From an optimization exercise on the open Yosys and OpenROAD flow, aimed at small area; shortcuts taken in it are not production practice. In this exercise RTL edits were held to simulation tests only and were not proved equivalent to the original. Power figures rest on the tool's default switching activity, not on a simulated workload.

==> flow/design.v <==
`timescale 1ns/1ns
module rv_regfile (
    input  logic       clk,
    input  logic       pol,
    input  logic       we_all,    
    input  logic       wen,
    input  logic [4:0] rd,
    input  logic [3:0] wd,
    input  logic [4:0] rs1,
    input  logic [4:0] rs2,
    output logic [3:0] ra,
    output logic [3:0] rb
);
    logic [31:0] r [1:31];
    logic [7:0] lo;
    logic [3:0] hi;
    always_comb begin
        for (int k = 0; k < 8; k++) lo[k] = we_all || rd[2:0] == 3'(k);
        for (int j = 0; j < 4; j++) hi[j] = we_all || (wen && rd[4:3] == 2'(j));
    end
    logic [3:0] x;
    assign x = wd ^ {4{pol}};
    always_ff @(posedge clk) begin
        for (int i = 1; i < 32; i++) begin
            r[i] <= {~((hi[i / 8] && lo[i % 8]) ? x : r[i][3:0]), r[i][31:4]};
        end
    end
    function automatic logic [3:0] rd_port(input logic [4:0] s, input logic [127:0] d);
        logic [7:0] l;
        logic [3:0] h;
        logic [3:0] o, g;
        for (int k = 0; k < 8; k++) l[k] = s[2:0] == 3'(k);
        for (int j = 0; j < 4; j++) h[j] = s[4:3] == 2'(j);
        o = 4'd0;
        for (int j = 0; j < 4; j++) begin
            g = 4'd0;
            for (int k = 0; k < 8; k++) begin
                if (j * 8 + k != 0) g = g | ({4{l[k]}} & d[(j * 8 + k) * 4 +: 4]);
            end
            o = o | ({4{h[j]}} & g);
        end
        rd_port = o;
    endfunction
    logic [127:0] dig;
    always_comb begin
        dig[3:0] = 4'd0;
        for (int i = 1; i < 32; i++) dig[i * 4 +: 4] = r[i][3:0];
    end
    assign ra = rd_port(rs1, dig) ^ {4{pol && rs1 != 5'd0}};
    assign rb = rd_port(rs2, dig) ^ {4{pol && rs2 != 5'd0}};
endmodule
`timescale 1ns/1ns
module rv_core (
    input  logic        clk,
    input  logic        rst_n,
    output logic [31:0] imem_addr,
    input  logic [31:0] imem_insn,
    output logic [31:0] dmem_addr,
    output logic [31:0] dmem_wdata,
    input  logic [31:0] dmem_rdata,
    output logic        dmem_wen,
    output logic [3:0]  byte_en
);
    logic [2:0]  ph;       
    logic        p2;       
    logic        clr;      
    logic [29:0] pc;
    logic        pol;      
    logic [31:0] insn;
    logic [6:0]  opcode;
    logic [2:0]  f3;
    logic        alt;
    assign insn   = imem_insn;
    assign opcode = insn[6:0];
    assign f3     = insn[14:12];
    assign alt    = insn[30];
    logic is_op, is_opi, is_ld, is_st, alu_cls, is_sh, is_slt, ld_ok, st_ok;
    logic two, last, writes, ph0, ph7;
    assign is_op   = opcode == 7'b0110011;
    assign is_opi  = opcode == 7'b0010011;
    assign is_ld   = opcode == 7'b0000011;
    assign is_st   = opcode == 7'b0100011;
    assign alu_cls = is_op || is_opi;
    assign is_sh   = alu_cls && f3[1:0] == 2'b01;
    assign is_slt  = alu_cls && f3[2:1] == 2'b01;
    assign ld_ok   = is_ld && f3 != 3'd3 && f3 != 3'd6 && f3 != 3'd7;
    assign st_ok   = is_st && (f3 == 3'd0 || f3 == 3'd1 || f3 == 3'd2);
    assign two     = is_sh || is_slt || ld_ok || st_ok;
    assign last    = p2 || !two;
    assign writes  = alu_cls || ld_ok;
    assign ph0     = ph == 3'd0;
    assign ph7     = ph == 3'd7;
    always_ff @(posedge clk) begin
        if (!rst_n) begin
            ph  <= 3'd0;
            p2  <= 1'b0;
            clr <= 1'b1;
            pc  <= 30'd0;
            pol <= 1'b0;
        end else begin
            ph <= ph + 3'd1;
            if (ph7) pol <= !pol;
            if (ph7) begin
                clr <= 1'b0;
                if (!clr) begin
                    p2 <= two && !p2;
                    if (last) pc <= pc + 30'd1;
                end
            end
        end
    end
    assign imem_addr = {pc, 2'b00};
    logic [3:0] ra, rb, wd;
    logic       wen;
    assign wen = !clr && writes && last;
    rv_regfile u_rf (
        .clk(clk), .pol(pol), .we_all(clr), .wen(wen), .rd(insn[11:7]), .wd(wd),
        .rs1(insn[19:15]), .rs2(insn[24:20]), .ra(ra), .rb(rb)
    );
    logic [3:0] imm_i, imm_s, b, bb, sum, alu_dig;
    logic       sub, cin, cout, cq, lt;
    always_comb begin
        case (ph)
            3'd0:    imm_i = insn[23:20];
            3'd1:    imm_i = insn[27:24];
            3'd2:    imm_i = insn[31:28];
            default: imm_i = {4{insn[31]}};
        endcase
        case (ph)
            3'd0:    imm_s = insn[10:7];
            3'd1:    imm_s = {insn[27:25], insn[11]};
            3'd2:    imm_s = insn[31:28];
            default: imm_s = {4{insn[31]}};
        endcase
    end
    assign b   = is_op ? rb : (is_st ? imm_s : imm_i);
    assign sub = (is_op && f3 == 3'd0 && alt) || is_slt;
    assign bb  = b ^ {4{sub}};
    assign cin = ph0 ? sub : cq;
    assign {cout, sum} = {1'b0, ra} + {1'b0, bb} + {4'd0, cin};
    assign lt  = (f3[0] ? 1'b1 : (ra[3] ^ ~b[3])) ^ cout;
    always_ff @(posedge clk) begin
        cq <= (ph7 && is_slt) ? lt : cout;
    end
    always_comb begin
        case (f3)
            3'd4:    alu_dig = ra ^ b;
            3'd6:    alu_dig = ra | b;
            3'd7:    alu_dig = ra & b;
            default: alu_dig = sum;
        endcase
    end
    logic [31:0] A, W;
    logic [3:0]  w_sh;
    always_ff @(posedge clk) begin
        if (!p2) A <= {sum, A[31:4]};
        W <= {is_st ? rb : w_sh, W[31:4]};
    end
    assign dmem_addr  = A;
    assign dmem_wdata = W;
    logic [4:0] shq;
    logic [2:0] q, k;
    logic [1:0] r, m;
    logic       sll, fsign;
    logic [3:0] prevq, cur_f, prev_f, fill, sh_dig;
    logic [7:0] cat;
    always_ff @(posedge clk) begin
        if (!p2 && ph0) shq[3:0] <= b;
        if (!p2 && ph == 3'd1) shq[4] <= b[0];
        prevq <= ra;
    end
    assign sll    = !f3[2] || shq == 5'd0;
    assign q      = shq[4:2];
    assign r      = shq[1:0];
    assign fill   = {4{!sll && alt && fsign}};
    assign cur_f  = (p2 == sll) ? ra : fill;
    assign prev_f = ((p2 && !ph0) == sll) ? prevq : fill;
    assign cat    = {cur_f, prev_f};
    assign m      = (r == 2'd0) ? 2'd0 : (sll ? 2'd0 - r : r);
    always_comb begin
        case (m)
            2'd1:    w_sh = cat[4:1];
            2'd2:    w_sh = cat[5:2];
            2'd3:    w_sh = cat[6:3];
            default: w_sh = cat[7:4];
        endcase
    end
    assign k = sll ? 3'd0 - q : q + {2'd0, r != 2'd0};
    always_comb begin
        case (k)
            3'd0:    sh_dig = w_sh;
            3'd1:    sh_dig = W[7:4];
            3'd2:    sh_dig = W[11:8];
            3'd3:    sh_dig = W[15:12];
            3'd4:    sh_dig = W[19:16];
            3'd5:    sh_dig = W[23:20];
            3'd6:    sh_dig = W[27:24];
            default: sh_dig = W[31:28];
        endcase
    end
    logic [1:0] m2;
    logic [3:0] idx, raw, ld_dig;
    logic       lw, inr;
    assign m2  = A[1:0];
    assign lw  = f3[1];
    assign idx = {1'b0, ph} + (lw ? 4'd0 : {1'b0, m2, 1'b0});
    always_comb begin
        case (idx)
            4'd0:    raw = dmem_rdata[3:0];
            4'd1:    raw = dmem_rdata[7:4];
            4'd2:    raw = dmem_rdata[11:8];
            4'd3:    raw = dmem_rdata[15:12];
            4'd4:    raw = dmem_rdata[19:16];
            4'd5:    raw = dmem_rdata[23:20];
            4'd6:    raw = dmem_rdata[27:24];
            4'd7:    raw = dmem_rdata[31:28];
            default: raw = 4'd0;
        endcase
    end
    assign inr    = lw || (f3[0] ? ph <= 3'd3 : ph <= 3'd1);
    assign ld_dig = inr ? raw : {4{!f3[2] && fsign}};
    always_ff @(posedge clk) begin
        if (!p2 && ph7) fsign <= ra[3];
        else if (p2 && is_ld && ph == {1'b0, f3[0], 1'b1}) fsign <= raw[3];
    end
    always_comb begin
        if (clr)          wd = 4'd0;
        else if (!p2)     wd = alu_dig;
        else if (is_ld)   wd = ld_dig;
        else if (is_sh)   wd = sh_dig;
        else              wd = {3'd0, ph0 && cq};
    end
    assign dmem_wen = p2 && st_ok && ph == {2'd0 - m2, 1'b0};
    always_comb begin
        case (m2)
            2'd0:    byte_en = {f3[1], f3[1], f3[1] || f3[0], 1'b1};
            2'd1:    byte_en = {f3[1], f3[1] || f3[0], 1'b1, 1'b0};
            2'd2:    byte_en = {f3[1] || f3[0], 1'b1, 2'b00};
            default: byte_en = 4'b1000;
        endcase
    end
endmodule
Settings: LEC_CHECK=0, CAP_MARGIN=20, CORE_MARGIN=2, CORE_UTILIZATION=65, PLACE_DENSITY=0.8, SLEW_MARGIN=20, BUFFER_PORTS_ARGS=-buffer_cell sky130_fd_sc_hd__buf_1, CTS_ARGS=-sink_clustering_enable -repair_clock_nets -dont_use_dummy_load -buf_list sky130_fd_sc_hd__clkbuf_8 -sink_clustering_size 18 -sink_clustering_max_diameter 50; clock period 6.5 ns.
standard.sh (not shown) runs the stock make flow with config.mk's settings and CLKGATE_MAP_FILE= SYNTH_SCRIPT=/design/flow/synth_recipe.tcl, a recipe that flattens the netlist after the stock synthesis.
==> flow/flow/run.sh <==
#!/bin/bash
# Layout flow: the standard ORFS flow (standard.sh) with these changes:
#  - synthesis is the standard synthesis script, except that ABC maps the
#    logic with an area-oriented script (flow/abc_area_nf.script) instead of
#    ORFS's speed script, and adders are left to ABC instead of being mapped to
#    full/half-adder cells first (ADDER_MAP_FILE empty); registers, names,
#    flattening and renaming are unchanged
#  - port buffers use the smallest buffer cell instead of clkdlybuf4s50_1
#  - CTS clusters more sinks per clock buffer and inserts no dummy loads
# Each tool writes its full log under orfs/logs/; make's own output goes to
# flow_make.log in the work folder.
set -euo pipefail
W=$PWD
cat >> config.mk <<'CFG'
export BUFFER_PORTS_ARGS = -buffer_cell sky130_fd_sc_hd__buf_1
export CTS_ARGS = -sink_clustering_enable -repair_clock_nets -dont_use_dummy_load -buf_list sky130_fd_sc_hd__clkbuf_8 -sink_clustering_size 18 -sink_clustering_max_diameter 50
CFG
cat > flow/synth_area.tcl <<TCL
proc abc {args} {
  set i [lsearch -exact \$args -script]
  if {\$i >= 0} { lset args [expr {\$i + 1}] $W/flow/abc_area_nf.script }
  yosys abc {*}\$args
}
source $W/synth_recipe.tcl
TCL
sed "s#SYNTH_SCRIPT=[^ ]*#SYNTH_SCRIPT=$W/flow/synth_area.tcl ADDER_MAP_FILE=#" standard.sh > flow/standard_area.sh
grep -q "SYNTH_SCRIPT=$W/flow/synth_area.tcl" flow/standard_area.sh
bash flow/standard_area.sh > flow_make.log 2>&1
==> flow/flow/abc_area_nf.script <==
strash
dc2
&get -n
&st
&dch -f
&nf -R 1000
&put
Edit:
--- a/flow/design.v
+++ b/flow/design.v
@@ -1,10 +1,9 @@
 `timescale 1ns/1ns
 module rv_regfile (
     input  logic       clk,
-    input  logic       pol,
     input  logic       we_all,    
     input  logic       wen,
     input  logic [4:0] rd,
     input  logic [3:0] wd,
     input  logic [4:0] rs1,
     input  logic [4:0] rs2,
@@ -15,17 +14,15 @@
     logic [7:0] lo;
     logic [3:0] hi;
     always_comb begin
         for (int k = 0; k < 8; k++) lo[k] = we_all || rd[2:0] == 3'(k);
         for (int j = 0; j < 4; j++) hi[j] = we_all || (wen && rd[4:3] == 2'(j));
     end
-    logic [3:0] x;
-    assign x = wd ^ {4{pol}};
     always_ff @(posedge clk) begin
         for (int i = 1; i < 32; i++) begin
-            r[i] <= {~((hi[i / 8] && lo[i % 8]) ? x : r[i][3:0]), r[i][31:4]};
+            r[i] <= {(hi[i / 8] && lo[i % 8]) ? wd : r[i][3:0], r[i][31:4]};
         end
     end
     function automatic logic [3:0] rd_port(input logic [4:0] s, input logic [127:0] d);
         logic [7:0] l;
         logic [3:0] h;
         logic [3:0] o, g;
@@ -43,14 +40,14 @@
     endfunction
     logic [127:0] dig;
     always_comb begin
         dig[3:0] = 4'd0;
         for (int i = 1; i < 32; i++) dig[i * 4 +: 4] = r[i][3:0];
     end
-    assign ra = rd_port(rs1, dig) ^ {4{pol && rs1 != 5'd0}};
-    assign rb = rd_port(rs2, dig) ^ {4{pol && rs2 != 5'd0}};
+    assign ra = rd_port(rs1, dig);
+    assign rb = rd_port(rs2, dig);
 endmodule
 `timescale 1ns/1ns
 module rv_core (
     input  logic        clk,
     input  logic        rst_n,
     output logic [31:0] imem_addr,
@@ -62,13 +59,13 @@
     output logic [3:0]  byte_en
 );
     logic [2:0]  ph;       
     logic        p2;       
     logic        clr;      
     logic [29:0] pc;
-    logic        pol;      
+    logic        inc;      
     logic [31:0] insn;
     logic [6:0]  opcode;
     logic [2:0]  f3;
     logic        alt;
     assign insn   = imem_insn;
     assign opcode = insn[6:0];
@@ -93,31 +90,29 @@
     always_ff @(posedge clk) begin
         if (!rst_n) begin
             ph  <= 3'd0;
             p2  <= 1'b0;
             clr <= 1'b1;
             pc  <= 30'd0;
-            pol <= 1'b0;
+            inc <= 1'b0;
         end else begin
-            ph <= ph + 3'd1;
-            if (ph7) pol <= !pol;
+            ph  <= ph + 3'd1;
+            inc <= ph == 3'd6 && !clr && last;
+            if (inc) pc <= pc + 30'd1;
             if (ph7) begin
                 clr <= 1'b0;
-                if (!clr) begin
-                    p2 <= two && !p2;
-                    if (last) pc <= pc + 30'd1;
-                end
+                if (!clr) p2 <= two && !p2;
             end
         end
     end
     assign imem_addr = {pc, 2'b00};
     logic [3:0] ra, rb, wd;
     logic       wen;
     assign wen = !clr && writes && last;
     rv_regfile u_rf (
-        .clk(clk), .pol(pol), .we_all(clr), .wen(wen), .rd(insn[11:7]), .wd(wd),
+        .clk(clk), .we_all(clr), .wen(wen), .rd(insn[11:7]), .wd(wd),
         .rs1(insn[19:15]), .rs2(insn[24:20]), .ra(ra), .rb(rb)
     );
     logic [3:0] imm_i, imm_s, b, bb, sum, alu_dig;
     logic       sub, cin, cout, cq, lt;
     always_comb begin
         case (ph)
@@ -132,13 +127,13 @@
             3'd2:    imm_s = insn[31:28];
             default: imm_s = {4{insn[31]}};
         endcase
     end
     assign b   = is_op ? rb : (is_st ? imm_s : imm_i);
     assign sub = (is_op && f3 == 3'd0 && alt) || is_slt;
-    assign bb  = b ^ {4{sub}};
+    assign bb  = is_sh ? 4'd0 : b ^ {4{sub}};
     assign cin = ph0 ? sub : cq;
     assign {cout, sum} = {1'b0, ra} + {1'b0, bb} + {4'd0, cin};
     assign lt  = (f3[0] ? 1'b1 : (ra[3] ^ ~b[3])) ^ cout;
     always_ff @(posedge clk) begin
         cq <= (ph7 && is_slt) ? lt : cout;
     end
@@ -150,13 +145,13 @@
             default: alu_dig = sum;
         endcase
     end
     logic [31:0] A, W;
     logic [3:0]  w_sh;
     always_ff @(posedge clk) begin
-        if (!p2) A <= {sum, A[31:4]};
+        if (!p2 || is_sh) A <= {sum, A[31:4]};
         W <= {is_st ? rb : w_sh, W[31:4]};
     end
     assign dmem_addr  = A;
     assign dmem_wdata = W;
     logic [4:0] shq;
     logic [2:0] q, k;
@@ -164,14 +159,14 @@
     logic       sll, fsign;
     logic [3:0] prevq, cur_f, prev_f, fill, sh_dig;
     logic [7:0] cat;
     always_ff @(posedge clk) begin
         if (!p2 && ph0) shq[3:0] <= b;
         if (!p2 && ph == 3'd1) shq[4] <= b[0];
-        prevq <= ra;
-    end
+    end
+    assign prevq = A[31:28];
     assign sll    = !f3[2] || shq == 5'd0;
     assign q      = shq[4:2];
     assign r      = shq[1:0];
     assign fill   = {4{!sll && alt && fsign}};
     assign cur_f  = (p2 == sll) ? ra : fill;
     assign prev_f = ((p2 && !ph0) == sll) ? prevq : fill;
Result: The changed run finished clean; total power came out lower by 5.8%; utilization came out lower by 0.42 points; register-to-register slack is better by 0.84 ns; final area is lower by 0.36%; area after synthesis increases by 0.70%; clock-buffer cell count shrinks by 1.

## separate check: timing with driven ports
How much do the figures lean on ideal ports? The routed layouts below were timed once more, with nothing changed but the port constraints. Step 1: set_driving_cell puts a clkbuf_16 on clk and a buf_2 on each other input, an assumption about the parent block. Step 2 adds t to the input delays and takes it off the output delays; t is the mean of the earliest and latest rising clock arrival at the registers after step 1. Input paths then give back, and output paths get back, about the clock's delay inside the block. Three values: no drivers, after step 1, after step 2; two values: the first two.
| run | t (ns) | slack for setup (ns) | hold WS [ns] | worst setup path after step 2 | cell pins on the clock port's net |
|---|---|---|---|---|---|
| the first run | 0.693 | 0.538 / 0.566 / -0.126 | 0.290 / 0.290 / 0.290 | input to register | 1 |
| the second run | 0.690 | 0.946 / 0.926 / 0.236 | 0.298 / 0.298 / 0.298 | input to register | 1 |
Met with ideal ports but missed after step 2: setup timing in the first run. The setup slack of the second run, which loses most, moves by -0.020 ns with the drivers and by -0.710 ns with both steps.
